Background: an optimization exercise with open tools, aiming at small area, a short achievable clock period and few clock cycles per item. Do not read the settings as production practice.
Function was checked by simulation only, so behaviour that the tests miss may differ from the original.

Design civil_datetime_to_ajd_fraction, start of the top module:
module civil_datetime_to_ajd_fraction (
    input  logic        clk,
    input  logic        rst_n,
    input  logic        in_valid,
    output logic        in_ready,
    input  logic        in_mode,
    input  logic [13:0] in_year,
    input  logic [3:0]  in_month,
    input  logic [4:0]  in_day,
    input  logic [4:0]  in_hour,
    input  logic [5:0]  in_minute,
    input  logic [5:0]  in_second,
    output logic        out_valid,
    input  logic        out_ready,
    output logic [22:0] out_julian_day,
    output logic [39:0] out_ajd_numerator,
    output logic [17:0] out_ajd_denominator
);
Settings: LEC_CHECK=0, ABC_AREA=1, CAP_MARGIN=20, CORE_MARGIN=2, CORE_UTILIZATION=55, SETUP_SLACK_MARGIN=5, SLEW_MARGIN=20; clock period 10.0 ns.
run.sh (not shown) runs the stock make flow with config.mk's settings and CLKGATE_MAP_FILE= SYNTH_SCRIPT=/design/flow/synth_recipe.tcl, a recipe that flattens the netlist after the stock synthesis.
The first run passed the timing, design-rule and antenna checks.
Testbench counts at the start, summed over its fixed seeds: cycles 800, items 768.
==> next run, changes <==
--- a/flow/design.v
+++ b/flow/design.v
@@ -900,35 +900,37 @@
     assign ql_w85 = ql_w50 ^ ql_w19 ^ ql_w51;
     assign ql_w86 = (ql_w50 & ql_w19) | (ql_w50 & ql_w51) | (ql_w19 & ql_w51);
     assign ql_w87 = ql_w52 ^ ql_w21 ^ ql_w53;
     assign ql_w88 = (ql_w52 & ql_w21) | (ql_w52 & ql_w53) | (ql_w21 & ql_w53);
     assign ql_ra = {30'd0, ql_w86, ql_w84, ql_w82, ql_w80, ql_w78, ql_w76, ql_w74, ql_w72, ql_w70, ql_w68, ql_w66, ql_w64, ql_w62, ql_w60, ql_w58, ql_w56, n1, r0[0]};
     assign ql_rb = {30'd0, ql_w87, ql_w85, ql_w83, ql_w81, ql_w79, ql_w77, ql_w75, ql_w73, ql_w71, ql_w69, ql_w67, ql_w65, ql_w63, ql_w61, ql_w59, ql_w57, ql_w55, n0};
     assign ql_sum = cdajd_pkg::bk_add(ql_ra, ql_rb);
     assign q = ql_sum[17:0];
 endmodule
 module cdajd_mult (
     input  logic [22:0] jd,
     input  logic [17:0] qp,
+    input  logic [2:0]  a,
     input  logic [11:0] sel,    
-    output logic [46:0] w
+    output logic [39:0] num
 );
     logic        n0, n1, n2, k0, k1, k2;
     logic [3:0]  e2;
     logic [2:0]  e3;
     logic [1:0]  e4;
     logic [22:0] r0, r1;
     logic [25:0] r2;
     logic [24:0] r3, r4;
     logic [17:0] rq;
+    logic [46:0] w;
     assign {n0, n1, n2, e2, e3, e4} = sel;
     assign k0 = ~n0;
     assign k1 = ~n1;
     assign k2 = ~n2 | ~e2[0];
     assign r0 = jd ^ {23{n0}};
     assign r1 = jd ^ {23{n1}};
     assign r2 = ({26{e2[0]}} & {3'd0, jd ^ {23{n2}}}) | ({26{e2[1]}} & {2'd0, jd, 1'd0})
               | ({26{e2[2]}} & {1'd0, jd, 2'd0}) | ({26{e2[3]}} & {jd, 3'd0});
     assign r3 = ({25{e3[0]}} & {2'd0, jd}) | ({25{e3[1]}} & {1'd0, jd, 1'd0}) | ({25{e3[2]}} & {jd, 2'd0});
     assign r4 = ({25{e4[0]}} & {2'd0, jd}) | ({25{e4[1]}} & {jd, 2'd0});
     assign rq = {~qp[17], qp[16:0]};
     logic nm_w1, nm_w2;
@@ -1279,24 +1281,25 @@
     assign nm_w227 = nm_w166 ^ nm_w167 ^ 1'b1;
     assign nm_w228 = (nm_w166 & nm_w167) | (nm_w166 & 1'b1) | (nm_w167 & 1'b1);
     assign nm_w229 = nm_w168 ^ nm_w169 ^ 1'b1;
     assign nm_w230 = (nm_w168 & nm_w169) | (nm_w168 & 1'b1) | (nm_w169 & 1'b1);
     assign nm_w231 = nm_w170 ^ r4[23] ^ 1'b1;
     assign nm_w232 = (nm_w170 & r4[23]) | (nm_w170 & 1'b1) | (r4[23] & 1'b1);
     assign nm_w233 = r4[24] ^ 1'b1;
     assign nm_w234 = r4[24] & 1'b1;
     assign nm_ra = {1'd0, 1'b1, 1'b1, 1'b1, 1'b1, 1'b1, 1'b1, 1'b1, nm_w234, nm_w232, nm_w230, nm_w228, nm_w226, nm_w224, nm_w222, nm_w220, nm_w218, nm_w216, nm_w214, nm_w212, nm_w210, nm_w208, nm_w206, nm_w204, nm_w202, nm_w200, nm_w198, nm_w196, nm_w194, nm_w192, nm_w190, nm_w188, nm_w186, nm_w184, nm_w182, nm_w180, nm_w178, nm_w176, nm_w174, nm_w172, n0, rq[6], rq[5], rq[4], rq[3], rq[2], rq[1], rq[0]};
     assign nm_rb = {1'd0, 1'b0, 1'b0, 1'b0, 1'b0, 1'b0, 1'b0, 1'b0, 1'b1, nm_w233, nm_w231, nm_w229, nm_w227, nm_w225, nm_w223, nm_w221, nm_w219, nm_w217, nm_w215, nm_w213, nm_w211, nm_w209, nm_w207, nm_w205, nm_w203, nm_w201, nm_w199, nm_w197, nm_w195, nm_w193, nm_w191, nm_w189, nm_w187, nm_w185, nm_w183, nm_w181, nm_w179, nm_w177, nm_w175, nm_w173, nm_w171, 1'b0, 1'b0, 1'b0, 1'b0, 1'b0, 1'b0, 1'b0};
     assign nm_sum = cdajd_pkg::bk_add(nm_ra, nm_rb);
     assign w = nm_sum[46:0];
+    assign num = 40'(w >> a);
 endmodule
 module civil_datetime_to_ajd_fraction (
     input  logic        clk,
     input  logic        rst_n,
     input  logic        in_valid,
     output logic        in_ready,
     input  logic        in_mode,
     input  logic [13:0] in_year,
     input  logic [3:0]  in_month,
     input  logic [4:0]  in_day,
     input  logic [4:0]  in_hour,
     input  logic [5:0]  in_minute,
@@ -1396,34 +1399,34 @@
     begin
         if (adv_3)
         begin
             jd3 <= jd2;
             qp3 <= qpc;
             a3  <= zi2[0] ? 3'd0 : zi2[1] ? 3'd1 : zi2[2] ? 3'd2 : zi2[3] ? 3'd3 :
                    zi2[4] ? 3'd4 : zi2[5] ? 3'd5 : zi2[6] ? 3'd6 : 3'd7;
             b3  <= b2;
             c3  <= c2;
             sel3 <= sel2;
         end
     end
-    logic [46:0] wc;
-    cdajd_mult u_mul (.jd(jd3), .qp(qp3), .sel(sel3), .w(wc));
+    logic [39:0] numc;
+    cdajd_mult u_mul (.jd(jd3), .qp(qp3), .a(a3), .sel(sel3), .num(numc));
     logic [22:0] rjd;
-    logic [46:0] rw;
+    logic [39:0] rnum;
     logic [2:0]  ra;
     logic [1:0]  rb, rc;
     always_ff @(posedge clk)
     begin
         if (adv_o)
         begin
             rjd  <= jd3;
-            rw   <= wc;
+            rnum <= numc;
             ra   <= a3;
             rb   <= b3;
             rc   <= c3;
         end
     end
     assign out_valid           = ov;
     assign out_julian_day      = rjd;
-    assign out_ajd_numerator   = 40'(rw >> ra);
+    assign out_ajd_numerator   = rnum;
     assign out_ajd_denominator = {1'b0, cdajd_pkg::den_of({ra, rb, rc})};
 endmodule
After rerunning: Fmax fell by a few percent. Core utilization rose by 2.4 points. Clock-buffer cell count rose by 5. Via count rose slightly. Synthesized area barely changes. Global-route usage rose by 2.2 points. Clock skew rose by 0.032 ns. Setup slack loses 0.31 ns. Design area rose by a few percent. Critical path depth rose by 19. Non-clock buffer count rose by 46. Routed wire length rose by a little under a tenth.
Testbench counts after the change, summed over its fixed seeds: cycles 800, items 768.

[re-timing with driven ports]
The flow's constraints put no driver on any port. The routed layouts listed below were extracted and timed again, unchanged, in two steps.
Step 1, drivers: a clkbuf_16 drives clk and a buf_2 each remaining input, both assumed.
Step 2 adds t to the input delays and takes it off the output delays; t is the mean of the earliest and latest rising clock arrival at the registers after step 1. Input paths then give back, and output paths get back, about the clock's delay inside the block.
Slacks: ideal / step 1 / step 2; pairs: ideal / step 1.
| run | t, ns | setup WS [ns] | worst hold slack (ns) | slew at the worst register clock pin (ns) |
|---|---|---|---|---|
| the first run | 0.625 | 5.014 / 4.990 / 4.511 | 0.416 / 0.416 / 0.416 | 0.06 / 0.06 |
| the second run | 0.631 | 4.704 / 4.704 / 4.593 | 0.374 / 0.374 / 0.374 | 0.07 / 0.07 |
After both steps every run listed still meets setup and hold. For the first run, which loses most, drivers alone change the setup slack by -0.024 ns; drivers and shift together by -0.503 ns.
